From an optimization exercise on the open Yosys and OpenROAD flow, aimed at small area, a short achievable clock period and few clock cycles per item; shortcuts taken in it are not production practice. The RTL was checked by simulation tests, not by an equivalence proof against the original design. Power is estimated from default activity; no workload was simulated.

==> flow/design.v (outline; a module is shown in full before it is edited, if it fits) <==
// module bce_front: 96 lines
// module bce_lnu: 239 lines
// module bce_mlt: 650 lines
// module bce_fifo: 28 lines
// module bce_back: 108 lines
// module bce_mean_loss: 63 lines
module bce_mean_loss #(
  parameter int MAX_ELEMENTS = 4096
) (
  input  wire logic        clk,
  input  wire logic        rst_n,
  input  wire logic        in_valid,
  output logic             in_ready,
  input  wire logic [16:0] in_prediction,
  input  wire logic [16:0] in_target,
  input  wire logic        in_last_element,
  output logic             out_valid,
  input  wire logic        out_ready,
  output logic [31:0]      out_mean_loss,
  output logic [12:0]      out_element_count,
  input  wire logic        cfg_psel,
  input  wire logic        cfg_penable,
  input  wire logic        cfg_pwrite,
  input  wire logic [2:0]  cfg_paddr,
  input  wire logic [31:0] cfg_pwdata,
  output logic [31:0]      cfg_prdata,
  output logic             cfg_pready
);
  // ...
==> flow/flow/run.sh <==
#!/bin/bash
# Standard layout, with timing repair asked to leave 9.3 ns of setup slack at
# the design's clock period (the constraints themselves are unchanged).
set -o pipefail
export SETUP_SLACK_MARGIN=9.3
bash standard.sh > standard.log 2>&1
==> flow/standard.sh <==
#!/bin/bash
# synth_recipe.tcl (not shown) runs the flow's synth.tcl, then flattens the netlist and writes it again
# the make line also repeats each setting of config.mk as NAME=value (left out here)
make -C /OpenROAD-flow-scripts/flow DESIGN_CONFIG=/design/flow/config.mk WORK_HOME=/design/flow/orfs CLKGATE_MAP_FILE= SYNTH_SCRIPT=/design/flow/synth_recipe.tcl "${@:-finish}"
==> flow/config.mk <==
export PLATFORM = sky130hd
export DESIGN_NAME = bce_mean_loss
export DESIGN_NICKNAME = bce_mean_loss
export VERILOG_FILES = /design/flow/design.v
export SDC_FILE = /design/flow/constraint.sdc
export NUM_CORES = 4
export LEC_CHECK = 0
export CAP_MARGIN = 20
export CORE_MARGIN = 2
export CORE_UTILIZATION = 40
export SLEW_MARGIN = 20
==> flow/constraint.sdc <==
create_clock -name core_clock -period 13.0 [get_ports {clk}]
set_input_delay 2.6000 -clock core_clock [delete_from_list [all_inputs] [get_ports {clk}]]
set_output_delay 2.6000 -clock core_clock [all_outputs]
set_load 0.01 [all_outputs]
==> impl_metrics.ini, run 1 <==
[run_status]
outcome = complete, no violations

[worst_hold_path]
hp-start = u_front.t4_r[14]
hp-class = register to register

[critical_path]
rr_endpoint = u_front.xb6_r[17]
crit_fanout = 2
crit_type = register to output port
path_depth = 1
slowest_delay_ns = 0.49
cp-start-kind = register
crit_start = u_back.dq_r[21]

[final_layout]
clock_buffers = 107
area_dominant_class = multi-input gates
layout_common_cells = inv_1, dfxtp_1, nand2_1
layout-drive-gt1-share_pct = 12.88
reg_top3 = u_back.u_fifo.mem0_r: 61 flops, u_back.u_fifo.mem1_r: 61 flops, u_back.sum_r: 48 flops
seq_cell_count = 785
diodes = 1
signal_buffers = 291

[floorplan]
start_util_pct = 40.42
ios = 157
dieArea_um2 = 136100

[global_route]
antenna_found_initial = 1
busiest_layer = met2
use_met2_pct = 33.94
globalRouteTotalUtil_pct = 20.20
grt_pass1_wl_um = 218500
grt-ovfl-total = 0

[synthesis]
synthCells = 5621
synth_ff_type = dfxtp_1
synthDistinctLibCells = 97
synthXorXnorAreaFrac_pct = 2.712
ys_seq_area_share_pct = 33.50

[pwr]
fin_total_pwr_mw = 16.43
p_clk_share_pct = 15.3
ir_drop_uv = 334.8

[sta]
report.final.setup_viol = 0
hold_viol = 0
maxSlewHeadroom_pct = 32.77
setup_ws_ns = 8.989
layout_min_cycle_time_ns = 4.011

[clock_network]
clkTransAtPathRegs_ns = 0.07

[route]
route.met3.wl_um = 7721
ant_nets = 0

[place]
pre_cts_ws_ns = 7.438

[flow_run]
drv_cap = 0
Testbench counts, summed over its fixed seeds: cycles 16,460, items 16,000.
==> module bce_front, before the edit <==
module bce_front (
  input  wire logic        clk,
  input  wire logic        rst_n,
  input  wire logic        in_fire,
  input  wire logic [16:0] prediction,
  input  wire logic [16:0] target,
  input  wire logic        last_element,
  output logic             fr_valid,
  output logic             fr_last,
  output logic [35:0]      fr_xa,
  output logic [35:0]      fr_xb
);
  function automatic logic [18:0] norm(input logic [15:0] m);
    logic [15:0] x;
    logic [3:0]  s;
    x = m;
    s[3] = (x[15:8] == 8'd0);  if (s[3]) x = {x[7:0], 8'd0};
    s[2] = (x[15:12] == 4'd0); if (s[2]) x = {x[11:0], 4'd0};
    s[1] = (x[15:14] == 2'd0); if (s[1]) x = {x[13:0], 2'd0};
    s[0] = !x[15];             if (s[0]) x = {x[14:0], 1'b0};
    norm = {s, x[14:0]};
  endfunction
  logic        v1_r, l1_r;
  logic [15:0] p1_r, q1_r;
  logic [16:0] t1_r;
  logic        v2_r, l2_r;
  logic [18:0] np2_r, nq2_r;
  logic [16:0] t2_r;
  logic        v3_r, l3_r;
  logic [3:0]  sp3_r, sq3_r;
  logic [15:0] lop3_r, loq3_r;
  logic [8:0]  slp3_r, slq3_r, rp3_r, rq3_r;
  logic [16:0] t3_r;
  logic        v4_r, l4_r;
  logic [19:0] lpa4_r, lpb4_r, lqa4_r, lqb4_r;
  logic        lpc4_r, lqc4_r;
  logic [16:0] t4_r;
  logic        v5_r, l5_r;
  logic [20:0] dl5_r;
  logic [19:0] lq5_r;
  logic [16:0] t5_r;
  logic        v6_r, l6_r;
  logic [35:0] xa6_r, xb6_r;
  logic [15:0] pc, qc, pn;
  assign pn = 16'd0 - prediction[15:0];
  always_comb begin
    if (prediction == 17'd0) begin
      pc = 16'd1; qc = 16'hFFFF;
    end else if (prediction[16] || prediction[15:0] == 16'hFFFF) begin
      pc = 16'hFFFF; qc = 16'd1;
    end else begin
      pc = prediction[15:0]; qc = pn;
    end
  end
  logic [28:0] wpa, wpb, wqa, wqb;
  logic [9:0]  wpl, wql;
  bce_lnu u_lnp (.kk(bce_pkg::exp_tab(~sp3_r)), .lo(lop3_r), .sl(slp3_r), .r(rp3_r),
                 .ra(wpa), .rb(wpb));
  bce_lnu u_lnq (.kk(bce_pkg::exp_tab(~sq3_r)), .lo(loq3_r), .sl(slq3_r), .r(rq3_r),
                 .ra(wqa), .rb(wqb));
  assign wpl = {1'b0, wpa[8:0]} + {1'b0, wpb[8:0]};
  assign wql = {1'b0, wqa[8:0]} + {1'b0, wqb[8:0]};
  logic [20:0] sp, sq;
  logic [21:0] ds;
  logic [19:0] lq;
  logic [20:0] dl;
  assign sp = {1'b0, lpa4_r} + {1'b0, lpb4_r} + 21'(lpc4_r);
  assign sq = {1'b0, lqa4_r} + {1'b0, lqb4_r} + 21'(lqc4_r);
  assign lq = sq[19:0];
  assign ds = {2'b0, lpa4_r} + {2'b0, lpb4_r} + 22'(lpc4_r)
            - {2'b0, lqa4_r} - {2'b0, lqb4_r} - 22'(lqc4_r);
  assign dl = {ds[20] ^ sp[20] ^ sq[20], ds[19:0]};
  logic [35:0] xa, xb;
  bce_mlt u_mlt (.lq(lq5_r), .d(dl5_r), .t(t5_r), .ra(xa), .rb(xb));
  always_ff @(posedge clk) begin
    if (!rst_n) begin
      v1_r <= 1'b0; v2_r <= 1'b0; v3_r <= 1'b0; v4_r <= 1'b0; v5_r <= 1'b0; v6_r <= 1'b0;
    end else begin
      v1_r <= in_fire; v2_r <= v1_r; v3_r <= v2_r; v4_r <= v3_r; v5_r <= v4_r; v6_r <= v5_r;
    end
    p1_r <= pc; q1_r <= qc; t1_r <= target[16] ? 17'h10000 : target; l1_r <= last_element;
    np2_r <= norm(p1_r); nq2_r <= norm(q1_r); t2_r <= t1_r; l2_r <= l1_r;
    sp3_r <= np2_r[18:15]; lop3_r <= bce_pkg::log_tab(np2_r[14:9]); slp3_r <= bce_pkg::slope_tab(np2_r[14:9]); rp3_r <= np2_r[8:0];
    sq3_r <= nq2_r[18:15]; loq3_r <= bce_pkg::log_tab(nq2_r[14:9]); slq3_r <= bce_pkg::slope_tab(nq2_r[14:9]); rq3_r <= nq2_r[8:0];
    t3_r <= t2_r; l3_r <= l2_r;
    lpa4_r <= wpa[28:9]; lpb4_r <= wpb[28:9]; lpc4_r <= wpl[9];
    lqa4_r <= wqa[28:9]; lqb4_r <= wqb[28:9]; lqc4_r <= wql[9];
    t4_r <= t3_r; l4_r <= l3_r;
    dl5_r <= dl; lq5_r <= lq; t5_r <= t4_r; l5_r <= l4_r;
    xa6_r <= xa; xb6_r <= xb; l6_r <= l5_r;
  end
  assign fr_valid = v6_r;
  assign fr_last  = l6_r;
  assign fr_xa    = xa6_r;
  assign fr_xb    = xb6_r;
endmodule
==> module bce_back, before the edit <==
module bce_back (
  input  wire logic        clk,
  input  wire logic        rst_n,
  input  wire logic        fr_valid,
  input  wire logic        fr_last,
  input  wire logic [35:0] fr_xa,
  input  wire logic [35:0] fr_xb,
  input  wire logic        div_mode,
  input  wire logic [12:0] row_len,
  output logic             out_valid,
  input  wire logic        out_ready,
  output logic [31:0]      out_mean_loss,
  output logic [12:0]      out_element_count
);
  logic [47:0] sum_r;
  logic [12:0] cnt_r;
  logic [48:0] s_add;
  logic [47:0] s_sat;
  logic [12:0] c_inc;
  logic [35:0] x;
  logic [19:0] fr_loss;
  logic        lv_r, ll_r;
  assign x = fr_xa + fr_xb;
  always_ff @(posedge clk) begin
    if (!rst_n) lv_r <= 1'b0;
    else lv_r <= fr_valid;
    ll_r <= fr_last; fr_loss <= x[35:16];
  end
  assign s_add = {1'b0, sum_r} + 49'(fr_loss);
  assign s_sat = s_add[48] ? '1 : s_add[47:0];
  assign c_inc = cnt_r[12] ? cnt_r : cnt_r + 13'd1;
  always_ff @(posedge clk) begin
    if (!rst_n) begin
      sum_r <= '0; cnt_r <= '0;
    end else if (lv_r) begin
      if (ll_r) begin
        sum_r <= '0; cnt_r <= '0;
      end else begin
        sum_r <= s_sat; cnt_r <= c_inc;
      end
    end
  end
  logic        q_valid, q_rd;
  logic [60:0] q_data;
  bce_fifo #(.W(61)) u_fifo (.clk, .rst_n, .wr(lv_r && ll_r),
    .wr_data({c_inc, s_sat}), .rd_valid(q_valid), .rd(q_rd), .rd_data(q_data));
  logic [47:0] q_sum;
  logic [12:0] q_cnt, q_dvs;
  assign q_sum = q_data[47:0];
  assign q_cnt = q_data[60:48];
  assign q_dvs = div_mode ? ((row_len == 13'd0) ? 13'd1 : row_len) : q_cnt;
  logic        hd_r, skip_r, ovfh_r;
  logic [14:0] dvs3h_r;
  always_ff @(posedge clk) begin
    hd_r    <= q_valid && !q_rd;
    skip_r  <= (q_sum[47:31] == 17'd0) && (q_sum[30:18] < q_dvs);
    ovfh_r  <= q_sum[47:32] >= {3'b0, q_dvs};
    dvs3h_r <= {2'b0, q_dvs} + {1'b0, q_dvs, 1'b0};
  end
  logic        busy_r, done_r, ovf_r;
  logic [3:0]  it_r;
  logic [12:0] rem_r, dvs_r;
  logic [14:0] dvs3_r;
  logic [31:0] dq_r;
  logic [14:0] xr;
  logic [15:0] t1, t2, t3;
  logic [1:0]  qd;
  logic [12:0] rn;
  assign xr = {rem_r, dq_r[31:30]};
  assign t1 = {1'b0, xr} - {3'b0, dvs_r};
  assign t2 = {1'b0, xr} - {2'b0, dvs_r, 1'b0};
  assign t3 = {1'b0, xr} - {1'b0, dvs3_r};
  always_comb begin
    if (!t3[15]) begin qd = 2'd3; rn = t3[12:0]; end
    else if (!t2[15]) begin qd = 2'd2; rn = t2[12:0]; end
    else if (!t1[15]) begin qd = 2'd1; rn = t1[12:0]; end
    else begin qd = 2'd0; rn = xr[12:0]; end
  end
  assign q_rd = q_valid && hd_r && !busy_r && (!done_r || out_ready);
  always_ff @(posedge clk) begin
    if (!rst_n) begin
      busy_r <= 1'b0; done_r <= 1'b0;
    end else begin
      if (done_r && out_ready) done_r <= 1'b0;
      if (q_rd) begin
        busy_r <= 1'b1; it_r <= skip_r ? 4'd7 : 4'd0;
      end else if (busy_r) begin
        it_r <= it_r + 4'd1;
        if (it_r == 4'd15) begin
          busy_r <= 1'b0; done_r <= 1'b1;
        end
      end
    end
    if (q_rd) begin
      dvs_r <= q_dvs;
      dvs3_r <= dvs3h_r;
      ovf_r <= ovfh_r;
      rem_r <= skip_r ? q_sum[30:18] : q_sum[44:32];
      dq_r  <= skip_r ? {q_sum[17:0], 14'd0} : q_sum[31:0];
      out_element_count <= q_cnt;
    end else if (busy_r) begin
      rem_r <= rn;
      dq_r  <= (it_r == 4'd15 && ovf_r) ? 32'hFFFFFFFF : {dq_r[29:0], qd};
    end
  end
  assign out_valid = done_r;
  assign out_mean_loss = dq_r;
endmodule
==> run 2: changes to the inputs <==
--- a/flow/design.v
+++ b/flow/design.v
@@ -92,18 +92,17 @@
   endfunction
   logic        v1_r, l1_r;
   logic [15:0] p1_r, q1_r;
   logic [16:0] t1_r;
   logic        v2_r, l2_r;
   logic [18:0] np2_r, nq2_r;
   logic [16:0] t2_r;
   logic        v3_r, l3_r;
-  logic [3:0]  sp3_r, sq3_r;
-  logic [15:0] lop3_r, loq3_r;
+  logic [19:0] ap3_r, aq3_r;
   logic [8:0]  slp3_r, slq3_r, rp3_r, rq3_r;
   logic [16:0] t3_r;
   logic        v4_r, l4_r;
   logic [19:0] lpa4_r, lpb4_r, lqa4_r, lqb4_r;
   logic        lpc4_r, lqc4_r;
   logic [16:0] t4_r;
   logic        v5_r, l5_r;
   logic [20:0] dl5_r;
@@ -117,22 +116,23 @@
     if (prediction == 17'd0) begin
       pc = 16'd1; qc = 16'hFFFF;
     end else if (prediction[16] || prediction[15:0] == 16'hFFFF) begin
       pc = 16'hFFFF; qc = 16'd1;
     end else begin
       pc = prediction[15:0]; qc = pn;
     end
   end
+  logic [19:0] ap, aq;
+  assign ap = bce_pkg::exp_tab(~np2_r[18:15]) - 20'(bce_pkg::log_tab(np2_r[14:9]));
+  assign aq = bce_pkg::exp_tab(~nq2_r[18:15]) - 20'(bce_pkg::log_tab(nq2_r[14:9]));
   logic [28:0] wpa, wpb, wqa, wqb;
   logic [9:0]  wpl, wql;
-  bce_lnu u_lnp (.kk(bce_pkg::exp_tab(~sp3_r)), .lo(lop3_r), .sl(slp3_r), .r(rp3_r),
-                 .ra(wpa), .rb(wpb));
-  bce_lnu u_lnq (.kk(bce_pkg::exp_tab(~sq3_r)), .lo(loq3_r), .sl(slq3_r), .r(rq3_r),
-                 .ra(wqa), .rb(wqb));
+  bce_lnu u_lnp (.a(ap3_r), .sl(slp3_r), .r(rp3_r), .ra(wpa), .rb(wpb));
+  bce_lnu u_lnq (.a(aq3_r), .sl(slq3_r), .r(rq3_r), .ra(wqa), .rb(wqb));
   assign wpl = {1'b0, wpa[8:0]} + {1'b0, wpb[8:0]};
   assign wql = {1'b0, wqa[8:0]} + {1'b0, wqb[8:0]};
   logic [20:0] sp, sq;
   logic [21:0] ds;
   logic [19:0] lq;
   logic [20:0] dl;
   assign sp = {1'b0, lpa4_r} + {1'b0, lpb4_r} + 21'(lpc4_r);
   assign sq = {1'b0, lqa4_r} + {1'b0, lqb4_r} + 21'(lqc4_r);
@@ -145,269 +145,240 @@
   always_ff @(posedge clk) begin
     if (!rst_n) begin
       v1_r <= 1'b0; v2_r <= 1'b0; v3_r <= 1'b0; v4_r <= 1'b0; v5_r <= 1'b0; v6_r <= 1'b0;
     end else begin
       v1_r <= in_fire; v2_r <= v1_r; v3_r <= v2_r; v4_r <= v3_r; v5_r <= v4_r; v6_r <= v5_r;
     end
     p1_r <= pc; q1_r <= qc; t1_r <= target[16] ? 17'h10000 : target; l1_r <= last_element;
     np2_r <= norm(p1_r); nq2_r <= norm(q1_r); t2_r <= t1_r; l2_r <= l1_r;
-    sp3_r <= np2_r[18:15]; lop3_r <= bce_pkg::log_tab(np2_r[14:9]); slp3_r <= bce_pkg::slope_tab(np2_r[14:9]); rp3_r <= np2_r[8:0];
-    sq3_r <= nq2_r[18:15]; loq3_r <= bce_pkg::log_tab(nq2_r[14:9]); slq3_r <= bce_pkg::slope_tab(nq2_r[14:9]); rq3_r <= nq2_r[8:0];
+    ap3_r <= ap; slp3_r <= bce_pkg::slope_tab(np2_r[14:9]); rp3_r <= np2_r[8:0];
+    aq3_r <= aq; slq3_r <= bce_pkg::slope_tab(nq2_r[14:9]); rq3_r <= nq2_r[8:0];
     t3_r <= t2_r; l3_r <= l2_r;
     lpa4_r <= wpa[28:9]; lpb4_r <= wpb[28:9]; lpc4_r <= wpl[9];
     lqa4_r <= wqa[28:9]; lqb4_r <= wqb[28:9]; lqc4_r <= wql[9];
     t4_r <= t3_r; l4_r <= l3_r;
     dl5_r <= dl; lq5_r <= lq; t5_r <= t4_r; l5_r <= l4_r;
     xa6_r <= xa; xb6_r <= xb; l6_r <= l5_r;
   end
   assign fr_valid = v6_r;
   assign fr_last  = l6_r;
   assign fr_xa    = xa6_r;
   assign fr_xb    = xb6_r;
 endmodule
 `default_nettype none
 module bce_lnu (
-  input wire logic [19:0] kk,
-  input wire logic [15:0] lo,
+  input wire logic [19:0] a,
   input wire logic [8:0] sl,
   input wire logic [8:0] r,
   output logic [28:0] ra,
   output logic [28:0] rb
 );
   wire w1 = ~(sl[0] & r[8]) ^ ~(sl[1] & r[7]);
   wire w2 = ~(sl[0] & r[8]) & ~(sl[1] & r[7]);
-  wire w3 = (kk[0]) ^ ~(lo[0]) ^ ~(r[0]);
-  wire w4 = ((kk[0]) & ~(lo[0])) | ((kk[0]) & ~(r[0])) | (~(lo[0]) & ~(r[0]));
-  wire w5 = ~(sl[1] & r[8]) ^ ~(sl[2] & r[7]);
-  wire w6 = ~(sl[1] & r[8]) & ~(sl[2] & r[7]);
-  wire w7 = (kk[1]) ^ ~(lo[1]) ^ ~(r[1]);
-  wire w8 = ((kk[1]) & ~(lo[1])) | ((kk[1]) & ~(r[1])) | (~(lo[1]) & ~(r[1]));
-  wire w9 = ~(sl[2] & r[8]) ^ ~(sl[3] & r[7]);
-  wire w10 = ~(sl[2] & r[8]) & ~(sl[3] & r[7]);
-  wire w11 = (kk[2]) ^ ~(lo[2]) ^ ~(r[2]);
-  wire w12 = ((kk[2]) & ~(lo[2])) | ((kk[2]) & ~(r[2])) | (~(lo[2]) & ~(r[2]));
-  wire w13 = ~(sl[3] & r[8]) ^ ~(sl[4] & r[7]);
-  wire w14 = ~(sl[3] & r[8]) & ~(sl[4] & r[7]);
-  wire w15 = (kk[3]) ^ ~(lo[3]);
-  wire w16 = (kk[3]) & ~(lo[3]);
-  wire w17 = ~(sl[0] & r[5]) ^ ~(sl[1] & r[4]);
-  wire w18 = ~(sl[0] & r[5]) & ~(sl[1] & r[4]);
-  wire w19 = ~(sl[0] & r[6]) ^ ~(sl[1] & r[5]) ^ ~(sl[2] & r[4]);
-  wire w20 = (~(sl[0] & r[6]) & ~(sl[1] & r[5])) | (~(sl[0] & r[6]) & ~(sl[2] & r[4])) | (~(sl[1] & r[5]) & ~(sl[2] & r[4]));
-  wire w21 = ~(sl[3] & r[3]) ^ ~(sl[4] & r[2]);
-  wire w22 = ~(sl[3] & r[3]) & ~(sl[4] & r[2]);
-  wire w23 = ~(sl[0] & r[7]) ^ ~(sl[1] & r[6]) ^ ~(sl[2] & r[5]);
-  wire w24 = (~(sl[0] & r[7]) & ~(sl[1] & r[6])) | (~(sl[0] & r[7]) & ~(sl[2] & r[5])) | (~(sl[1] & r[6]) & ~(sl[2] & r[5]));
-  wire w25 = ~(sl[3] & r[4]) ^ ~(sl[4] & r[3]) ^ ~(sl[5] & r[2]);
-  wire w26 = (~(sl[3] & r[4]) & ~(sl[4] & r[3])) | (~(sl[3] & r[4]) & ~(sl[5] & r[2])) | (~(sl[4] & r[3]) & ~(sl[5] & r[2]));
-  wire w27 = ~(sl[6] & r[1]) ^ ~(sl[7] & r[0]);
-  wire w28 = ~(sl[6] & r[1]) & ~(sl[7] & r[0]);
-  wire w29 = ~(sl[2] & r[6]) ^ ~(sl[3] & r[5]) ^ ~(sl[4] & r[4]);
-  wire w30 = (~(sl[2] & r[6]) & ~(sl[3] & r[5])) | (~(sl[2] & r[6]) & ~(sl[4] & r[4])) | (~(sl[3] & r[5]) & ~(sl[4] & r[4]));
-  wire w31 = ~(sl[5] & r[3]) ^ ~(sl[6] & r[2]) ^ ~(sl[7] & r[1]);
-  wire w32 = (~(sl[5] & r[3]) & ~(sl[6] & r[2])) | (~(sl[5] & r[3]) & ~(sl[7] & r[1])) | (~(sl[6] & r[2]) & ~(sl[7] & r[1]));
-  wire w33 = ~(sl[8] & r[0]) ^ 1'b1 ^ w1;
-  wire w34 = (~(sl[8] & r[0]) & 1'b1) | (~(sl[8] & r[0]) & w1) | (1'b1 & w1);
-  wire w35 = ~(sl[3] & r[6]) ^ ~(sl[4] & r[5]) ^ ~(sl[5] & r[4]);
-  wire w36 = (~(sl[3] & r[6]) & ~(sl[4] & r[5])) | (~(sl[3] & r[6]) & ~(sl[5] & r[4])) | (~(sl[4] & r[5]) & ~(sl[5] & r[4]));
-  wire w37 = ~(sl[6] & r[3]) ^ ~(sl[7] & r[2]) ^ ~(sl[8] & r[1]);
-  wire w38 = (~(sl[6] & r[3]) & ~(sl[7] & r[2])) | (~(sl[6] & r[3]) & ~(sl[8] & r[1])) | (~(sl[7] & r[2]) & ~(sl[8] & r[1]));
-  wire w39 = w2 ^ w3 ^ w5;
-  wire w40 = (w2 & w3) | (w2 & w5) | (w3 & w5);
-  wire w41 = ~(sl[4] & r[6]) ^ ~(sl[5] & r[5]) ^ ~(sl[6] & r[4]);
-  wire w42 = (~(sl[4] & r[6]) & ~(sl[5] & r[5])) | (~(sl[4] & r[6]) & ~(sl[6] & r[4])) | (~(sl[5] & r[5]) & ~(sl[6] & r[4]));
-  wire w43 = ~(sl[7] & r[3]) ^ ~(sl[8] & r[2]) ^ w4;
-  wire w44 = (~(sl[7] & r[3]) & ~(sl[8] & r[2])) | (~(sl[7] & r[3]) & w4) | (~(sl[8] & r[2]) & w4);
-  wire w45 = w6 ^ w7 ^ w9;
-  wire w46 = (w6 & w7) | (w6 & w9) | (w7 & w9);
-  wire w47 = ~(sl[5] & r[6]) ^ ~(sl[6] & r[5]) ^ ~(sl[7] & r[4]);
-  wire w48 = (~(sl[5] & r[6]) & ~(sl[6] & r[5])) | (~(sl[5] & r[6]) & ~(sl[7] & r[4])) | (~(sl[6] & r[5]) & ~(sl[7] & r[4]));
-  wire w49 = ~(sl[8] & r[3]) ^ 1'b1 ^ w8;
-  wire w50 = (~(sl[8] & r[3]) & 1'b1) | (~(sl[8] & r[3]) & w8) | (1'b1 & w8);
-  wire w51 = w10 ^ w11 ^ w13;
-  wire w52 = (w10 & w11) | (w10 & w13) | (w11 & w13);
-  wire w53 = ~(r[3]) ^ ~(sl[4] & r[8]) ^ ~(sl[5] & r[7]);
-  wire w54 = (~(r[3]) & ~(sl[4] & r[8])) | (~(r[3]) & ~(sl[5] & r[7])) | (~(sl[4] & r[8]) & ~(sl[5] & r[7]));
-  wire w55 = ~(sl[6] & r[6]) ^ ~(sl[7] & r[5]) ^ ~(sl[8] & r[4]);
-  wire w56 = (~(sl[6] & r[6]) & ~(sl[7] & r[5])) | (~(sl[6] & r[6]) & ~(sl[8] & r[4])) | (~(sl[7] & r[5]) & ~(sl[8] & r[4]));
-  wire w57 = w12 ^ w14 ^ w15;
-  wire w58 = (w12 & w14) | (w12 & w15) | (w14 & w15);
-  wire w59 = (kk[4]) ^ ~(lo[4]) ^ ~(r[4]);
-  wire w60 = ((kk[4]) & ~(lo[4])) | ((kk[4]) & ~(r[4])) | (~(lo[4]) & ~(r[4]));
-  wire w61 = ~(sl[5] & r[8]) ^ ~(sl[6] & r[7]) ^ ~(sl[7] & r[6]);
-  wire w62 = (~(sl[5] & r[8]) & ~(sl[6] & r[7])) | (~(sl[5] & r[8]) & ~(sl[7] & r[6])) | (~(sl[6] & r[7]) & ~(sl[7] & r[6]));
-  wire w63 = ~(sl[8] & r[5]) ^ w16;
-  wire w64 = ~(sl[8] & r[5]) & w16;
-  wire w65 = (kk[5]) ^ ~(lo[5]) ^ ~(r[5]);
-  wire w66 = ((kk[5]) & ~(lo[5])) | ((kk[5]) & ~(r[5])) | (~(lo[5]) & ~(r[5]));
-  wire w67 = ~(sl[6] & r[8]) ^ ~(sl[7] & r[7]);
-  wire w68 = ~(sl[6] & r[8]) & ~(sl[7] & r[7]);
-  wire w69 = (kk[6]) ^ ~(lo[6]);
-  wire w70 = (kk[6]) & ~(lo[6]);
-  wire w71 = ~(sl[0] & r[3]) ^ ~(sl[1] & r[2]);
-  wire w72 = ~(sl[0] & r[3]) & ~(sl[1] & r[2]);
-  wire w73 = ~(sl[0] & r[4]) ^ ~(sl[1] & r[3]) ^ ~(sl[2] & r[2]);
-  wire w74 = (~(sl[0] & r[4]) & ~(sl[1] & r[3])) | (~(sl[0] & r[4]) & ~(sl[2] & r[2])) | (~(sl[1] & r[3]) & ~(sl[2] & r[2]));
-  wire w75 = ~(sl[3] & r[1]) ^ ~(sl[4] & r[0]);
-  wire w76 = ~(sl[3] & r[1]) & ~(sl[4] & r[0]);
-  wire w77 = ~(sl[2] & r[3]) ^ ~(sl[3] & r[2]) ^ ~(sl[4] & r[1]);
-  wire w78 = (~(sl[2] & r[3]) & ~(sl[3] & r[2])) | (~(sl[2] & r[3]) & ~(sl[4] & r[1])) | (~(sl[3] & r[2]) & ~(sl[4] & r[1]));
-  wire w79 = ~(sl[5] & r[0]) ^ 1'b1 ^ w17;
-  wire w80 = (~(sl[5] & r[0]) & 1'b1) | (~(sl[5] & r[0]) & w17) | (1'b1 & w17);
-  wire w81 = ~(sl[5] & r[1]) ^ ~(sl[6] & r[0]) ^ 1'b1;
-  wire w82 = (~(sl[5] & r[1]) & ~(sl[6] & r[0])) | (~(sl[5] & r[1]) & 1'b1) | (~(sl[6] & r[0]) & 1'b1);
-  wire w83 = w18 ^ w19 ^ w21;
-  wire w84 = (w18 & w19) | (w18 & w21) | (w19 & w21);
-  wire w85 = 1'b1 ^ w20 ^ w22;
-  wire w86 = (1'b1 & w20) | (1'b1 & w22) | (w20 & w22);
-  wire w87 = w23 ^ w25 ^ w27;
-  wire w88 = (w23 & w25) | (w23 & w27) | (w25 & w27);
-  wire w89 = w24 ^ w26 ^ w28;
-  wire w90 = (w24 & w26) | (w24 & w28) | (w26 & w28);
-  wire w91 = w29 ^ w31 ^ w33;
-  wire w92 = (w29 & w31) | (w29 & w33) | (w31 & w33);
-  wire w93 = w30 ^ w32 ^ w34;
-  wire w94 = (w30 & w32) | (w30 & w34) | (w32 & w34);
-  wire w95 = w35 ^ w37 ^ w39;
-  wire w96 = (w35 & w37) | (w35 & w39) | (w37 & w39);
-  wire w97 = w36 ^ w38 ^ w40;
-  wire w98 = (w36 & w38) | (w36 & w40) | (w38 & w40);
-  wire w99 = w41 ^ w43 ^ w45;
-  wire w100 = (w41 & w43) | (w41 & w45) | (w43 & w45);
-  wire w101 = w42 ^ w44 ^ w46;
-  wire w102 = (w42 & w44) | (w42 & w46) | (w44 & w46);
-  wire w103 = w47 ^ w49 ^ w51;
-  wire w104 = (w47 & w49) | (w47 & w51) | (w49 & w51);
-  wire w105 = w48 ^ w50 ^ w52;
-  wire w106 = (w48 & w50) | (w48 & w52) | (w50 & w52);
-  wire w107 = w53 ^ w55 ^ w57;
-  wire w108 = (w53 & w55) | (w53 & w57) | (w55 & w57);
-  wire w109 = w54 ^ w56 ^ w58;
-  wire w110 = (w54 & w56) | (w54 & w58) | (w56 & w58);
-  wire w111 = w59 ^ w61 ^ w63;
-  wire w112 = (w59 & w61) | (w59 & w63) | (w61 & w63);
-  wire w113 = ~(sl[8] & r[6]) ^ w60 ^ w62;
-  wire w114 = (~(sl[8] & r[6]) & w60) | (~(sl[8] & r[6]) & w62) | (w60 & w62);
-  wire w115 = w64 ^ w65 ^ w67;
-  wire w116 = (w64 & w65) | (w64 & w67) | (w65 & w67);
-  wire w117 = ~(r[6]) ^ ~(sl[7] & r[8]) ^ ~(sl[8] & r[7]);
-  wire w118 = (~(r[6]) & ~(sl[7] & r[8])) | (~(r[6]) & ~(sl[8] & r[7])) | (~(sl[7] & r[8]) & ~(sl[8] & r[7]));
-  wire w119 = w66 ^ w68 ^ w69;
-  wire w120 = (w66 & w68) | (w66 & w69) | (w68 & w69);
-  wire w121 = (kk[7]) ^ ~(lo[7]) ^ ~(r[7]);
-  wire w122 = ((kk[7]) & ~(lo[7])) | ((kk[7]) & ~(r[7])) | (~(lo[7]) & ~(r[7]));
-  wire w123 = ~(sl[8] & r[8]) ^ w70;
-  wire w124 = ~(sl[8] & r[8]) & w70;
-  wire w125 = (kk[8]) ^ ~(lo[8]);
-  wire w126 = (kk[8]) & ~(lo[8]);
-  wire w127 = ~(sl[0] & r[2]) ^ ~(sl[1] & r[1]);
-  wire w128 = ~(sl[0] & r[2]) & ~(sl[1] & r[1]);
-  wire w129 = ~(sl[2] & r[1]) ^ ~(sl[3] & r[0]) ^ 1'b1;
-  wire w130 = (~(sl[2] & r[1]) & ~(sl[3] & r[0])) | (~(sl[2] & r[1]) & 1'b1) | (~(sl[3] & r[0]) & 1'b1);
-  wire w131 = 1'b1 ^ w72 ^ w73;
-  wire w132 = (1'b1 & w72) | (1'b1 & w73) | (w72 & w73);
-  wire w133 = w74 ^ w76 ^ w77;
-  wire w134 = (w74 & w76) | (w74 & w77) | (w76 & w77);
-  wire w135 = w78 ^ w80 ^ w81;
-  wire w136 = (w78 & w80) | (w78 & w81) | (w80 & w81);
-  wire w137 = w82 ^ w84 ^ w85;
-  wire w138 = (w82 & w84) | (w82 & w85) | (w84 & w85);
-  wire w139 = w86 ^ w88 ^ w89;
-  wire w140 = (w86 & w88) | (w86 & w89) | (w88 & w89);
-  wire w141 = w90 ^ w92 ^ w93;
-  wire w142 = (w90 & w92) | (w90 & w93) | (w92 & w93);
-  wire w143 = w94 ^ w96 ^ w97;
-  wire w144 = (w94 & w96) | (w94 & w97) | (w96 & w97);
-  wire w145 = w98 ^ w100 ^ w101;
-  wire w146 = (w98 & w100) | (w98 & w101) | (w100 & w101);
-  wire w147 = w102 ^ w104 ^ w105;
-  wire w148 = (w102 & w104) | (w102 & w105) | (w104 & w105);
-  wire w149 = w106 ^ w108 ^ w109;
-  wire w150 = (w106 & w108) | (w106 & w109) | (w108 & w109);
-  wire w151 = w110 ^ w112 ^ w113;
-  wire w152 = (w110 & w112) | (w110 & w113) | (w112 & w113);
-  wire w153 = w114 ^ w116 ^ w117;
-  wire w154 = (w114 & w116) | (w114 & w117) | (w116 & w117);
-  wire w155 = w118 ^ w120 ^ w121;
-  wire w156 = (w118 & w120) | (w118 & w121) | (w120 & w121);
-  wire w157 = ~(r[8]) ^ w122 ^ w124;
-  wire w158 = (~(r[8]) & w122) | (~(r[8]) & w124) | (w122 & w124);
-  wire w159 = (kk[9]) ^ ~(lo[9]);
-  wire w160 = (kk[9]) & ~(lo[9]);
-  wire w161 = (kk[10]) ^ ~(lo[10]);
-  wire w162 = (kk[10]) & ~(lo[10]);
-  wire w163 = (kk[11]) ^ ~(lo[11]);
-  wire w164 = (kk[11]) & ~(lo[11]);
-  wire w165 = (kk[12]) ^ ~(lo[12]);
-  wire w166 = (kk[12]) & ~(lo[12]);
-  wire w167 = (kk[13]) ^ ~(lo[13]);
-  wire w168 = (kk[13]) & ~(lo[13]);
-  wire w169 = (kk[14]) ^ ~(lo[14]);
-  wire w170 = (kk[14]) & ~(lo[14]);
-  wire w171 = (kk[15]) ^ ~(lo[15]);
-  wire w172 = (kk[15]) & ~(lo[15]);
-  wire w173 = ~(sl[0] & r[1]) ^ ~(sl[1] & r[0]);
-  wire w174 = ~(sl[0] & r[1]) & ~(sl[1] & r[0]);
-  wire w175 = ~(sl[2] & r[0]) ^ 1'b1 ^ w127;
-  wire w176 = (~(sl[2] & r[0]) & 1'b1) | (~(sl[2] & r[0]) & w127) | (1'b1 & w127);
-  wire w177 = w71 ^ w128 ^ w129;
-  wire w178 = (w71 & w128) | (w71 & w129) | (w128 & w129);
-  wire w179 = w75 ^ w130 ^ w131;
-  wire w180 = (w75 & w130) | (w75 & w131) | (w130 & w131);
-  wire w181 = w79 ^ w132 ^ w133;
-  wire w182 = (w79 & w132) | (w79 & w133) | (w132 & w133);
-  wire w183 = w83 ^ w134 ^ w135;
-  wire w184 = (w83 & w134) | (w83 & w135) | (w134 & w135);
-  wire w185 = w87 ^ w136 ^ w137;
-  wire w186 = (w87 & w136) | (w87 & w137) | (w136 & w137);
-  wire w187 = w91 ^ w138 ^ w139;
-  wire w188 = (w91 & w138) | (w91 & w139) | (w138 & w139);
-  wire w189 = w95 ^ w140 ^ w141;
-  wire w190 = (w95 & w140) | (w95 & w141) | (w140 & w141);
-  wire w191 = w99 ^ w142 ^ w143;
-  wire w192 = (w99 & w142) | (w99 & w143) | (w142 & w143);
-  wire w193 = w103 ^ w144 ^ w145;
-  wire w194 = (w103 & w144) | (w103 & w145) | (w144 & w145);
-  wire w195 = w107 ^ w146 ^ w147;
-  wire w196 = (w107 & w146) | (w107 & w147) | (w146 & w147);
-  wire w197 = w111 ^ w148 ^ w149;
-  wire w198 = (w111 & w148) | (w111 & w149) | (w148 & w149);
-  wire w199 = w115 ^ w150 ^ w151;
-  wire w200 = (w115 & w150) | (w115 & w151) | (w150 & w151);
-  wire w201 = w119 ^ w152 ^ w153;
-  wire w202 = (w119 & w152) | (w119 & w153) | (w152 & w153);
-  wire w203 = w123 ^ w154 ^ w155;
-  wire w204 = (w123 & w154) | (w123 & w155) | (w154 & w155);
-  wire w205 = w125 ^ w156 ^ w157;
-  wire w206 = (w125 & w156) | (w125 & w157) | (w156 & w157);
-  wire w207 = w126 ^ w158 ^ w159;
-  wire w208 = (w126 & w158) | (w126 & w159) | (w158 & w159);
-  wire w209 = 1'b1 ^ w160 ^ w161;
-  wire w210 = (1'b1 & w160) | (1'b1 & w161) | (w160 & w161);
-  wire w211 = 1'b1 ^ w162 ^ w163;
-  wire w212 = (1'b1 & w162) | (1'b1 & w163) | (w162 & w163);
-  wire w213 = 1'b1 ^ w164 ^ w165;
-  wire w214 = (1'b1 & w164) | (1'b1 & w165) | (w164 & w165);
-  wire w215 = 1'b1 ^ w166 ^ w167;
-  wire w216 = (1'b1 & w166) | (1'b1 & w167) | (w166 & w167);
-  wire w217 = 1'b1 ^ w168 ^ w169;
-  wire w218 = (1'b1 & w168) | (1'b1 & w169) | (w168 & w169);
-  wire w219 = 1'b1 ^ w170 ^ w171;
-  wire w220 = (1'b1 & w170) | (1'b1 & w171) | (w170 & w171);
-  wire w221 = (kk[16]) ^ w172;
-  wire w222 = (kk[16]) & w172;
-  wire w223 = (kk[17]) ^ 1'b1;
-  wire w224 = (kk[17]) & 1'b1;
-  wire w225 = (kk[18]) ^ 1'b1;
-  wire w226 = (kk[18]) & 1'b1;
-  wire w227 = (kk[19]) ^ 1'b1;
-  wire w228 = (kk[19]) & 1'b1;
-  assign ra = {w226, w224, w222, w220, w218, w216, w214, w212, w210, w208, w206, w204, w202, w200, w198, w196, w194, w192, w190, w188, w186, w184, w182, w180, w178, w176, w174, 1'b1, ~(sl[0] & r[0])};
-  assign rb = {w227, w225, w223, w221, w219, w217, w215, w213, w211, w209, w207, w205, w203, w201, w199, w197, w195, w193, w191, w189, w187, w185, w183, w181, w179, w177, w175, w173, 1'b0};
+  wire w3 = (a[0]) ^ ~(r[0]) ^ ~(sl[1] & r[8]);
+  wire w4 = ((a[0]) & ~(r[0])) | ((a[0]) & ~(sl[1] & r[8])) | (~(r[0]) & ~(sl[1] & r[8]));
+  wire w5 = ~(sl[2] & r[7]) ^ ~(sl[3] & r[6]);
+  wire w6 = ~(sl[2] & r[7]) & ~(sl[3] & r[6]);
+  wire w7 = (a[1]) ^ ~(r[1]) ^ ~(sl[2] & r[8]);
+  wire w8 = ((a[1]) & ~(r[1])) | ((a[1]) & ~(sl[2] & r[8])) | (~(r[1]) & ~(sl[2] & r[8]));
+  wire w9 = ~(sl[3] & r[7]) ^ ~(sl[4] & r[6]);
+  wire w10 = ~(sl[3] & r[7]) & ~(sl[4] & r[6]);
+  wire w11 = (a[2]) ^ ~(r[2]);
+  wire w12 = (a[2]) & ~(r[2]);
+  wire w13 = ~(sl[0] & r[5]) ^ ~(sl[1] & r[4]);
+  wire w14 = ~(sl[0] & r[5]) & ~(sl[1] & r[4]);
+  wire w15 = ~(sl[0] & r[6]) ^ ~(sl[1] & r[5]) ^ ~(sl[2] & r[4]);
+  wire w16 = (~(sl[0] & r[6]) & ~(sl[1] & r[5])) | (~(sl[0] & r[6]) & ~(sl[2] & r[4])) | (~(sl[1] & r[5]) & ~(sl[2] & r[4]));
+  wire w17 = ~(sl[3] & r[3]) ^ ~(sl[4] & r[2]);
+  wire w18 = ~(sl[3] & r[3]) & ~(sl[4] & r[2]);
+  wire w19 = ~(sl[0] & r[7]) ^ ~(sl[1] & r[6]) ^ ~(sl[2] & r[5]);
+  wire w20 = (~(sl[0] & r[7]) & ~(sl[1] & r[6])) | (~(sl[0] & r[7]) & ~(sl[2] & r[5])) | (~(sl[1] & r[6]) & ~(sl[2] & r[5]));
+  wire w21 = ~(sl[3] & r[4]) ^ ~(sl[4] & r[3]) ^ ~(sl[5] & r[2]);
+  wire w22 = (~(sl[3] & r[4]) & ~(sl[4] & r[3])) | (~(sl[3] & r[4]) & ~(sl[5] & r[2])) | (~(sl[4] & r[3]) & ~(sl[5] & r[2]));
+  wire w23 = ~(sl[6] & r[1]) ^ ~(sl[7] & r[0]);
+  wire w24 = ~(sl[6] & r[1]) & ~(sl[7] & r[0]);
+  wire w25 = ~(sl[2] & r[6]) ^ ~(sl[3] & r[5]) ^ ~(sl[4] & r[4]);
+  wire w26 = (~(sl[2] & r[6]) & ~(sl[3] & r[5])) | (~(sl[2] & r[6]) & ~(sl[4] & r[4])) | (~(sl[3] & r[5]) & ~(sl[4] & r[4]));
+  wire w27 = ~(sl[5] & r[3]) ^ ~(sl[6] & r[2]) ^ ~(sl[7] & r[1]);
+  wire w28 = (~(sl[5] & r[3]) & ~(sl[6] & r[2])) | (~(sl[5] & r[3]) & ~(sl[7] & r[1])) | (~(sl[6] & r[2]) & ~(sl[7] & r[1]));
+  wire w29 = ~(sl[8] & r[0]) ^ 1'b1 ^ w1;
+  wire w30 = (~(sl[8] & r[0]) & 1'b1) | (~(sl[8] & r[0]) & w1) | (1'b1 & w1);
+  wire w31 = ~(sl[4] & r[5]) ^ ~(sl[5] & r[4]) ^ ~(sl[6] & r[3]);
+  wire w32 = (~(sl[4] & r[5]) & ~(sl[5] & r[4])) | (~(sl[4] & r[5]) & ~(sl[6] & r[3])) | (~(sl[5] & r[4]) & ~(sl[6] & r[3]));
+  wire w33 = ~(sl[7] & r[2]) ^ ~(sl[8] & r[1]) ^ 1'b1;
+  wire w34 = (~(sl[7] & r[2]) & ~(sl[8] & r[1])) | (~(sl[7] & r[2]) & 1'b1) | (~(sl[8] & r[1]) & 1'b1);
+  wire w35 = w2 ^ w3 ^ w5;
+  wire w36 = (w2 & w3) | (w2 & w5) | (w3 & w5);
+  wire w37 = ~(sl[5] & r[5]) ^ ~(sl[6] & r[4]) ^ ~(sl[7] & r[3]);
+  wire w38 = (~(sl[5] & r[5]) & ~(sl[6] & r[4])) | (~(sl[5] & r[5]) & ~(sl[7] & r[3])) | (~(sl[6] & r[4]) & ~(sl[7] & r[3]));
+  wire w39 = ~(sl[8] & r[2]) ^ 1'b1 ^ w4;
+  wire w40 = (~(sl[8] & r[2]) & 1'b1) | (~(sl[8] & r[2]) & w4) | (1'b1 & w4);
+  wire w41 = w6 ^ w7 ^ w9;
+  wire w42 = (w6 & w7) | (w6 & w9) | (w7 & w9);
+  wire w43 = ~(sl[3] & r[8]) ^ ~(sl[4] & r[7]) ^ ~(sl[5] & r[6]);
+  wire w44 = (~(sl[3] & r[8]) & ~(sl[4] & r[7])) | (~(sl[3] & r[8]) & ~(sl[5] & r[6])) | (~(sl[4] & r[7]) & ~(sl[5] & r[6]));
+  wire w45 = ~(sl[6] & r[5]) ^ ~(sl[7] & r[4]) ^ ~(sl[8] & r[3]);
+  wire w46 = (~(sl[6] & r[5]) & ~(sl[7] & r[4])) | (~(sl[6] & r[5]) & ~(sl[8] & r[3])) | (~(sl[7] & r[4]) & ~(sl[8] & r[3]));
+  wire w47 = w8 ^ w10 ^ w11;
+  wire w48 = (w8 & w10) | (w8 & w11) | (w10 & w11);
+  wire w49 = (a[3]) ^ ~(r[3]) ^ ~(sl[4] & r[8]);
+  wire w50 = ((a[3]) & ~(r[3])) | ((a[3]) & ~(sl[4] & r[8])) | (~(r[3]) & ~(sl[4] & r[8]));
+  wire w51 = ~(sl[5] & r[7]) ^ ~(sl[6] & r[6]) ^ ~(sl[7] & r[5]);
+  wire w52 = (~(sl[5] & r[7]) & ~(sl[6] & r[6])) | (~(sl[5] & r[7]) & ~(sl[7] & r[5])) | (~(sl[6] & r[6]) & ~(sl[7] & r[5]));
+  wire w53 = ~(sl[8] & r[4]) ^ w12;
+  wire w54 = ~(sl[8] & r[4]) & w12;
+  wire w55 = (a[4]) ^ ~(r[4]) ^ ~(sl[5] & r[8]);
+  wire w56 = ((a[4]) & ~(r[4])) | ((a[4]) & ~(sl[5] & r[8])) | (~(r[4]) & ~(sl[5] & r[8]));
+  wire w57 = ~(sl[6] & r[7]) ^ ~(sl[7] & r[6]);
+  wire w58 = ~(sl[6] & r[7]) & ~(sl[7] & r[6]);
+  wire w59 = (a[5]) ^ ~(r[5]);
+  wire w60 = (a[5]) & ~(r[5]);
+  wire w61 = ~(sl[0] & r[3]) ^ ~(sl[1] & r[2]);
+  wire w62 = ~(sl[0] & r[3]) & ~(sl[1] & r[2]);
+  wire w63 = ~(sl[0] & r[4]) ^ ~(sl[1] & r[3]) ^ ~(sl[2] & r[2]);
+  wire w64 = (~(sl[0] & r[4]) & ~(sl[1] & r[3])) | (~(sl[0] & r[4]) & ~(sl[2] & r[2])) | (~(sl[1] & r[3]) & ~(sl[2] & r[2]));
+  wire w65 = ~(sl[3] & r[1]) ^ ~(sl[4] & r[0]);
+  wire w66 = ~(sl[3] & r[1]) & ~(sl[4] & r[0]);
+  wire w67 = ~(sl[2] & r[3]) ^ ~(sl[3] & r[2]) ^ ~(sl[4] & r[1]);
+  wire w68 = (~(sl[2] & r[3]) & ~(sl[3] & r[2])) | (~(sl[2] & r[3]) & ~(sl[4] & r[1])) | (~(sl[3] & r[2]) & ~(sl[4] & r[1]));
+  wire w69 = ~(sl[5] & r[0]) ^ 1'b1 ^ w13;
+  wire w70 = (~(sl[5] & r[0]) & 1'b1) | (~(sl[5] & r[0]) & w13) | (1'b1 & w13);
+  wire w71 = ~(sl[5] & r[1]) ^ ~(sl[6] & r[0]) ^ 1'b1;
+  wire w72 = (~(sl[5] & r[1]) & ~(sl[6] & r[0])) | (~(sl[5] & r[1]) & 1'b1) | (~(sl[6] & r[0]) & 1'b1);
+  wire w73 = w14 ^ w15 ^ w17;
+  wire w74 = (w14 & w15) | (w14 & w17) | (w15 & w17);
+  wire w75 = 1'b1 ^ w16 ^ w18;
+  wire w76 = (1'b1 & w16) | (1'b1 & w18) | (w16 & w18);
+  wire w77 = w19 ^ w21 ^ w23;
+  wire w78 = (w19 & w21) | (w19 & w23) | (w21 & w23);
+  wire w79 = w20 ^ w22 ^ w24;
+  wire w80 = (w20 & w22) | (w20 & w24) | (w22 & w24);
+  wire w81 = w25 ^ w27 ^ w29;
+  wire w82 = (w25 & w27) | (w25 & w29) | (w27 & w29);
+  wire w83 = w26 ^ w28 ^ w30;
+  wire w84 = (w26 & w28) | (w26 & w30) | (w28 & w30);
+  wire w85 = w31 ^ w33 ^ w35;
+  wire w86 = (w31 & w33) | (w31 & w35) | (w33 & w35);
+  wire w87 = w32 ^ w34 ^ w36;
+  wire w88 = (w32 & w34) | (w32 & w36) | (w34 & w36);
+  wire w89 = w37 ^ w39 ^ w41;
+  wire w90 = (w37 & w39) | (w37 & w41) | (w39 & w41);
+  wire w91 = w38 ^ w40 ^ w42;
+  wire w92 = (w38 & w40) | (w38 & w42) | (w40 & w42);
+  wire w93 = w43 ^ w45 ^ w47;
+  wire w94 = (w43 & w45) | (w43 & w47) | (w45 & w47);
+  wire w95 = w44 ^ w46 ^ w48;
+  wire w96 = (w44 & w46) | (w44 & w48) | (w46 & w48);
+  wire w97 = w49 ^ w51 ^ w53;
+  wire w98 = (w49 & w51) | (w49 & w53) | (w51 & w53);
+  wire w99 = ~(sl[8] & r[5]) ^ w50 ^ w52;
+  wire w100 = (~(sl[8] & r[5]) & w50) | (~(sl[8] & r[5]) & w52) | (w50 & w52);
+  wire w101 = w54 ^ w55 ^ w57;
+  wire w102 = (w54 & w55) | (w54 & w57) | (w55 & w57);
+  wire w103 = ~(sl[6] & r[8]) ^ ~(sl[7] & r[7]) ^ ~(sl[8] & r[6]);
+  wire w104 = (~(sl[6] & r[8]) & ~(sl[7] & r[7])) | (~(sl[6] & r[8]) & ~(sl[8] & r[6])) | (~(sl[7] & r[7]) & ~(sl[8] & r[6]));
+  wire w105 = w56 ^ w58 ^ w59;
+  wire w106 = (w56 & w58) | (w56 & w59) | (w58 & w59);
+  wire w107 = (a[6]) ^ ~(r[6]) ^ ~(sl[7] & r[8]);
+  wire w108 = ((a[6]) & ~(r[6])) | ((a[6]) & ~(sl[7] & r[8])) | (~(r[6]) & ~(sl[7] & r[8]));
+  wire w109 = ~(sl[8] & r[7]) ^ w60;
+  wire w110 = ~(sl[8] & r[7]) & w60;
+  wire w111 = (a[7]) ^ ~(r[7]);
+  wire w112 = (a[7]) & ~(r[7]);
+  wire w113 = ~(sl[0] & r[2]) ^ ~(sl[1] & r[1]);
+  wire w114 = ~(sl[0] & r[2]) & ~(sl[1] & r[1]);
+  wire w115 = ~(sl[2] & r[1]) ^ ~(sl[3] & r[0]) ^ 1'b1;
+  wire w116 = (~(sl[2] & r[1]) & ~(sl[3] & r[0])) | (~(sl[2] & r[1]) & 1'b1) | (~(sl[3] & r[0]) & 1'b1);
+  wire w117 = 1'b1 ^ w62 ^ w63;
+  wire w118 = (1'b1 & w62) | (1'b1 & w63) | (w62 & w63);
+  wire w119 = w64 ^ w66 ^ w67;
+  wire w120 = (w64 & w66) | (w64 & w67) | (w66 & w67);
+  wire w121 = w68 ^ w70 ^ w71;
+  wire w122 = (w68 & w70) | (w68 & w71) | (w70 & w71);
+  wire w123 = w72 ^ w74 ^ w75;
+  wire w124 = (w72 & w74) | (w72 & w75) | (w74 & w75);
+  wire w125 = w76 ^ w78 ^ w79;
+  wire w126 = (w76 & w78) | (w76 & w79) | (w78 & w79);
+  wire w127 = w80 ^ w82 ^ w83;
+  wire w128 = (w80 & w82) | (w80 & w83) | (w82 & w83);
+  wire w129 = w84 ^ w86 ^ w87;
+  wire w130 = (w84 & w86) | (w84 & w87) | (w86 & w87);
+  wire w131 = w88 ^ w90 ^ w91;
+  wire w132 = (w88 & w90) | (w88 & w91) | (w90 & w91);
+  wire w133 = w92 ^ w94 ^ w95;
+  wire w134 = (w92 & w94) | (w92 & w95) | (w94 & w95);
+  wire w135 = w96 ^ w98 ^ w99;
+  wire w136 = (w96 & w98) | (w96 & w99) | (w98 & w99);
+  wire w137 = w100 ^ w102 ^ w103;
+  wire w138 = (w100 & w102) | (w100 & w103) | (w102 & w103);
+  wire w139 = w104 ^ w106 ^ w107;
+  wire w140 = (w104 & w106) | (w104 & w107) | (w106 & w107);
+  wire w141 = ~(sl[8] & r[8]) ^ w108 ^ w110;
+  wire w142 = (~(sl[8] & r[8]) & w108) | (~(sl[8] & r[8]) & w110) | (w108 & w110);
+  wire w143 = (a[8]) ^ ~(r[8]);
+  wire w144 = (a[8]) & ~(r[8]);
+  wire w145 = ~(sl[0] & r[1]) ^ ~(sl[1] & r[0]);
+  wire w146 = ~(sl[0] & r[1]) & ~(sl[1] & r[0]);
+  wire w147 = ~(sl[2] & r[0]) ^ 1'b1 ^ w113;
+  wire w148 = (~(sl[2] & r[0]) & 1'b1) | (~(sl[2] & r[0]) & w113) | (1'b1 & w113);
+  wire w149 = w61 ^ w114 ^ w115;
+  wire w150 = (w61 & w114) | (w61 & w115) | (w114 & w115);
+  wire w151 = w65 ^ w116 ^ w117;
+  wire w152 = (w65 & w116) | (w65 & w117) | (w116 & w117);
+  wire w153 = w69 ^ w118 ^ w119;
+  wire w154 = (w69 & w118) | (w69 & w119) | (w118 & w119);
+  wire w155 = w73 ^ w120 ^ w121;
+  wire w156 = (w73 & w120) | (w73 & w121) | (w120 & w121);
+  wire w157 = w77 ^ w122 ^ w123;
+  wire w158 = (w77 & w122) | (w77 & w123) | (w122 & w123);
+  wire w159 = w81 ^ w124 ^ w125;
+  wire w160 = (w81 & w124) | (w81 & w125) | (w124 & w125);
+  wire w161 = w85 ^ w126 ^ w127;
+  wire w162 = (w85 & w126) | (w85 & w127) | (w126 & w127);
+  wire w163 = w89 ^ w128 ^ w129;
+  wire w164 = (w89 & w128) | (w89 & w129) | (w128 & w129);
+  wire w165 = w93 ^ w130 ^ w131;
+  wire w166 = (w93 & w130) | (w93 & w131) | (w130 & w131);
+  wire w167 = w97 ^ w132 ^ w133;
+  wire w168 = (w97 & w132) | (w97 & w133) | (w132 & w133);
+  wire w169 = w101 ^ w134 ^ w135;
+  wire w170 = (w101 & w134) | (w101 & w135) | (w134 & w135);
+  wire w171 = w105 ^ w136 ^ w137;
+  wire w172 = (w105 & w136) | (w105 & w137) | (w136 & w137);
+  wire w173 = w109 ^ w138 ^ w139;
+  wire w174 = (w109 & w138) | (w109 & w139) | (w138 & w139);
+  wire w175 = w111 ^ w140 ^ w141;
+  wire w176 = (w111 & w140) | (w111 & w141) | (w140 & w141);
+  wire w177 = w112 ^ w142 ^ w143;
+  wire w178 = (w112 & w142) | (w112 & w143) | (w142 & w143);
+  wire w179 = (a[9]) ^ w144;
+  wire w180 = (a[9]) & w144;
+  wire w181 = (a[10]) ^ 1'b1;
+  wire w182 = (a[10]) & 1'b1;
+  wire w183 = (a[11]) ^ 1'b1;
+  wire w184 = (a[11]) & 1'b1;
+  wire w185 = (a[12]) ^ 1'b1;
+  wire w186 = (a[12]) & 1'b1;
+  wire w187 = (a[13]) ^ 1'b1;
+  wire w188 = (a[13]) & 1'b1;
+  wire w189 = (a[14]) ^ 1'b1;
+  wire w190 = (a[14]) & 1'b1;
+  wire w191 = (a[15]) ^ 1'b1;
+  wire w192 = (a[15]) & 1'b1;
+  wire w193 = (a[16]) ^ 1'b1;
+  wire w194 = (a[16]) & 1'b1;
+  wire w195 = (a[17]) ^ 1'b1;
+  wire w196 = (a[17]) & 1'b1;
+  wire w197 = (a[18]) ^ 1'b1;
+  wire w198 = (a[18]) & 1'b1;
+  wire w199 = (a[19]) ^ 1'b1;
+  wire w200 = (a[19]) & 1'b1;
+  assign ra = {w198, w196, w194, w192, w190, w188, w186, w184, w182, w180, w178, w176, w174, w172, w170, w168, w166, w164, w162, w160, w158, w156, w154, w152, w150, w148, w146, 1'b1, ~(sl[0] & r[0])};
+  assign rb = {w199, w197, w195, w193, w191, w189, w187, w185, w183, w181, w179, w177, w175, w173, w171, w169, w167, w165, w163, w161, w159, w157, w155, w153, w151, w149, w147, w145, 1'b0};
 endmodule
 module bce_mlt (
   input wire logic [19:0] lq,
   input wire logic [20:0] d,
   input wire logic [16:0] t,
   output logic [35:0] ra,
   output logic [35:0] rb
 );
@@ -1132,24 +1103,16 @@
   logic [60:0] q_data;
   bce_fifo #(.W(61)) u_fifo (.clk, .rst_n, .wr(lv_r && ll_r),
     .wr_data({c_inc, s_sat}), .rd_valid(q_valid), .rd(q_rd), .rd_data(q_data));
   logic [47:0] q_sum;
   logic [12:0] q_cnt, q_dvs;
   assign q_sum = q_data[47:0];
   assign q_cnt = q_data[60:48];
   assign q_dvs = div_mode ? ((row_len == 13'd0) ? 13'd1 : row_len) : q_cnt;
-  logic        hd_r, skip_r, ovfh_r;
-  logic [14:0] dvs3h_r;
-  always_ff @(posedge clk) begin
-    hd_r    <= q_valid && !q_rd;
-    skip_r  <= (q_sum[47:31] == 17'd0) && (q_sum[30:18] < q_dvs);
-    ovfh_r  <= q_sum[47:32] >= {3'b0, q_dvs};
-    dvs3h_r <= {2'b0, q_dvs} + {1'b0, q_dvs, 1'b0};
-  end
   logic        busy_r, done_r, ovf_r;
   logic [3:0]  it_r;
   logic [12:0] rem_r, dvs_r;
   logic [14:0] dvs3_r;
   logic [31:0] dq_r;
   logic [14:0] xr;
   logic [15:0] t1, t2, t3;
   logic [1:0]  qd;
@@ -1159,37 +1122,37 @@
   assign t2 = {1'b0, xr} - {2'b0, dvs_r, 1'b0};
   assign t3 = {1'b0, xr} - {1'b0, dvs3_r};
   always_comb begin
     if (!t3[15]) begin qd = 2'd3; rn = t3[12:0]; end
     else if (!t2[15]) begin qd = 2'd2; rn = t2[12:0]; end
     else if (!t1[15]) begin qd = 2'd1; rn = t1[12:0]; end
     else begin qd = 2'd0; rn = xr[12:0]; end
   end
-  assign q_rd = q_valid && hd_r && !busy_r && (!done_r || out_ready);
+  assign q_rd = q_valid && !busy_r && (!done_r || out_ready);
   always_ff @(posedge clk) begin
     if (!rst_n) begin
       busy_r <= 1'b0; done_r <= 1'b0;
     end else begin
       if (done_r && out_ready) done_r <= 1'b0;
       if (q_rd) begin
-        busy_r <= 1'b1; it_r <= skip_r ? 4'd7 : 4'd0;
+        busy_r <= 1'b1; it_r <= 4'd0;
       end else if (busy_r) begin
         it_r <= it_r + 4'd1;
         if (it_r == 4'd15) begin
           busy_r <= 1'b0; done_r <= 1'b1;
         end
       end
     end
     if (q_rd) begin
       dvs_r <= q_dvs;
-      dvs3_r <= dvs3h_r;
-      ovf_r <= ovfh_r;
-      rem_r <= skip_r ? q_sum[30:18] : q_sum[44:32];
-      dq_r  <= skip_r ? {q_sum[17:0], 14'd0} : q_sum[31:0];
+      dvs3_r <= {2'b0, q_dvs} + {1'b0, q_dvs, 1'b0};
+      ovf_r <= q_sum[47:32] >= {3'b0, q_dvs};
+      rem_r <= q_sum[44:32];
+      dq_r  <= q_sum[31:0];
       out_element_count <= q_cnt;
     end else if (busy_r) begin
       rem_r <= rn;
       dq_r  <= (it_r == 4'd15 && ovf_r) ? 32'hFFFFFFFF : {dq_r[29:0], qd};
     end
   end
   assign out_valid = done_r;
   assign out_mean_loss = dq_r;
==> flow/run.sh (new file) <==
#!/bin/bash
# synth_recipe.tcl (not shown) runs the flow's synth.tcl, then flattens the netlist and writes it again
# the make line also repeats each setting of config.mk as NAME=value (left out here)
make -C /OpenROAD-flow-scripts/flow DESIGN_CONFIG=/design/flow/config.mk WORK_HOME=/design/flow/orfs CLKGATE_MAP_FILE= SYNTH_SCRIPT=/design/flow/synth_recipe.tcl finish
removed: flow/flow/run.sh
removed: flow/standard.sh
==> impl_metrics.ini, run 2 <==
[critical_path]
crit_top_cell = a21oi_1
cp-start-kind = register
r2r-start = u_front.nq2_r[10]
slowest_delay_ns = 0.68
required_ns = 13.60
crit_type = register to register
reg2reg_depth = 17
crit_fanout = 38
r2r_slack_ns = 7.58
worstSetupEndpointType = register
cp.arrival_ns = 6.02
rr_endpoint = u_front.aq3_r[18]
crit_chain = buf_4, clkinv_1, nand2_1, o21ai_0, a221oi_1, o221ai_1, fa_1, a21o_1, a31oi_1, o21ai_0, a41oi_1, a21oi_1, a211o_1, a21oi_1, a21oi_1, o21a_1, o22ai_1
critPathSlowestCell = nand2_1

[synthesis]
synth_top_cell_by_area = dfxtp_1
avgSynthCellArea_um2 = 9.447
synth_area_leaders = dfxtp_1, fa_1, edfxtp_1, ha_1, inv_1
synth.cell_area_um2 = 52690
synth_common_cells = inv_1, dfxtp_1, fa_1
ys_seq_area_share_pct = 33.13
async_reset_ff_share_pct = 0
synth_most_common_cell = inv_1
synth.top_cell.area_share_pct = 21.05
synthCells = 5578
synth_edf_count = 212
yosys_warnings = 4
synth_seq_cells = 766
synthDistinctLibCells = 94
synth_ff_type = dfxtp_1

[route]
drc = 0
num_vias = 37810
dr.pass1.iters = 7
drt-total-wl_um = 123600
wl_per_cell_um = 16.71
ant_nets = 0
routed_via_density = 5.111
drt_iter0_drc = 2649

[pwr]
seqPwrFrac_pct = 23.2
p_leak_nw = 25.26
power.density_nw_per_um2 = 295.0
ir_drop_uv = 191.3
net-switching-power_mw = 7.626
fin_total_pwr_mw = 17.24
p_clk_share_pct = 15.0
switching_share_pct = 44.23
pwr-share-comb_pct = 61.7
p_int_mw = 9.613

[sta]
rsz0062_at_grt = no
finalCritPeriodShare_pct = 41.68
fmax_ghz = 0.1845
layout_min_cycle_time_ns = 5.419
setup_ws_ns = 7.581
clock-skew-final_ns = 0.05696
tightest_slew_ns = 1.098
whs_ns = 0.3217
hold_viol = 0
maxSlewViolCount = 0
setup_tns_ns = 0
maxSlewHeadroom_pct = 26.72
report.final.setup_viol = 0

[place]
io_buffers = 115
hpwl_um = 89990
pre_cts_ws_ns = 7.194
gp_congestion = 0.8691

[floorplan]
start_util_pct = 40.18
ios = 157
dieArea_um2 = 134700
coreArea_um2 = 131100
die_y_um = 367.0
die_w_um = 367.0
core.rowCount = 133

[worst_hold_path]
min_delay_worst_endpoint = u_front.t4_r[14]
hp-class = register to register
hold_path_depth = 0
hp-start = u_front.t3_r[14]

[final_layout]
utilization_pct = 44.56
final_nets = 6442
mostFrequentLayoutCell = inv_1
reg_top3 = u_back.u_fifo.mem0_r: 61 flops, u_back.u_fifo.mem1_r: 61 flops, u_back.sum_r: 48 flops
layout-drive-gt1-share_pct = 5.282
diodes = 0
layout_common_cells = inv_1, dfxtp_1, fa_1
syn_to_final_growth_pct = 10.89

[global_route]
grt-ovfl-total = 0
grt_pass1_wl_um = 203100
grt_max_degree = 84
antenna_found_initial = 1
grt_pass1_vias = 37810
globalRouteTotalUtil_pct = 18.37

[clock_network]
cts_resized = 0
cts_max_path_buffers = 3
cts_buffers = 87
clkLatencyLatePin_ns = 0.72
cts_setup_buffers = 0
cts_tree = yes
htree_levels = 3
cts_root_buffer = clkbuf_16
cts_sinks = 766
ctsHoldBuffers = 0
clkTransAtPathRegs_ns = 0.06

[run_status]
outcome = complete, no violations

[flow_run]
drv_cap = 0
run 2: worst max-delay path by stage:
stage,endpoint,from,cells after the start
2_1_floorplan,u_back.u_fifo.cnt_r[1],out_ready,11
5_1_grt,u_front.aq3_r[18],u_front.nq2_r[10],17
3_5_place_dp,u_back.dq_r[0],out_ready,7
3_3_place_gp,u_back.dq_r[0],out_ready,7
6_report,u_front.aq3_r[18],u_front.nq2_r[10],17
4_1_cts,u_front.aq3_r[18],u_front.nq2_r[10],17
run 2: area by class of cell:
| cell class | instances | area (um2) |
|---|---|---|
| Fill cell | 12680 | 72700 |
| Timing Repair Buffer | 155 | 1446 |
| Clock buffer | 111 | 2347 |
| Sequential cell | 766 | 17460 |
| Multi-Input combinational cell | 3807 | 31380 |
| Tap cell | 1755 | 2196 |
| Clock inverter | 53 | 789.5 |
| Inverter | 750 | 2816 |
run 2: cells by family after synthesis:
group	share of synthesized area, %
AO/OA/AOI/OAI	12.71
XOR/XNOR	3.175
adder cells (fa/ha/maj)	25.78
buffers and inverters	7.520
flip-flops	33.13
multiplexers	2.360
other	0.01425
AND/OR/NAND/NOR	15.32
run 2: power by group through the flow:
stage	Sequential [mW]	Combinational, mW	Clock [mW]
floorplan	3.74	8.02	0
global placement	4.05	10.5	0
detailed placement	4.06	10.8	0
CTS	4.01	10.8	2.67
global route	4.08	12.4	2.76
finish	4.00	10.6	2.59
run 2: worst max-delay path, delay by kind of cell (launching register included):
kind,cells,cell delay [ns]
AOI/OAI and AO/OA,13,2.88
adders and majority gates,1,0.47
buffers and inverters,2,0.96
DFF,1,0.30
and+or+nand+nor,1,0.68
run 2: layer usage:
metal / track usage, % / part of all wire (%) / vias up
met2: 30.91 / 48 / 887
met1: 24.76 / 45 / 18370
li1: - / - / 18380
met3: 2.645 / 4.8 / 166
met4: 4.697 / 2.0 / 0
met5: 0 / 0 / -
run 2: metrics by stage:
step / cells / cell area [um2]
global route: 7397 / 58430
detailed placement: 7233 / 55300
finish: 7397 / 58430
floorplan: 5596 / 52760
CTS: 7397 / 58430
global placement: 7233 / 55300
Testbench counts of run 2, summed over its fixed seeds: cycles 17,087, items 16,000.

what the ideal ports hide:
How much do the figures lean on ideal ports? The routed layouts below were timed once more, with nothing changed but the port constraints. Step 1 assumes that a clkbuf_16 drives the clock port and a buf_2 every other input. Step 2 adds t to the input delays and takes it off the output delays; t is the mean of the earliest and latest rising clock arrival at the registers after step 1. Input paths then give back, and output paths get back, about the clock's delay inside the block. Slacks: ideal / step 1 / step 2; pairs: ideal / step 1.
run	shift t [ns]	slack for setup (ns)	latest minus earliest clock arrival (ns)	slew at the worst register clock pin (ns)	worst data-port slew with drivers (ns)
run 1	0.770	8.989 / 8.913 / 8.606	0.061 / 0.061	0.07 / 0.07	0.06
run 2	0.762	7.581 / 7.581 / 7.481	0.058 / 0.057	0.07 / 0.07	0.05
After both steps setup and hold are still met in every run listed. For run 1, which loses most, drivers alone change the setup slack by -0.076 ns; drivers and shift together by -0.383 ns.
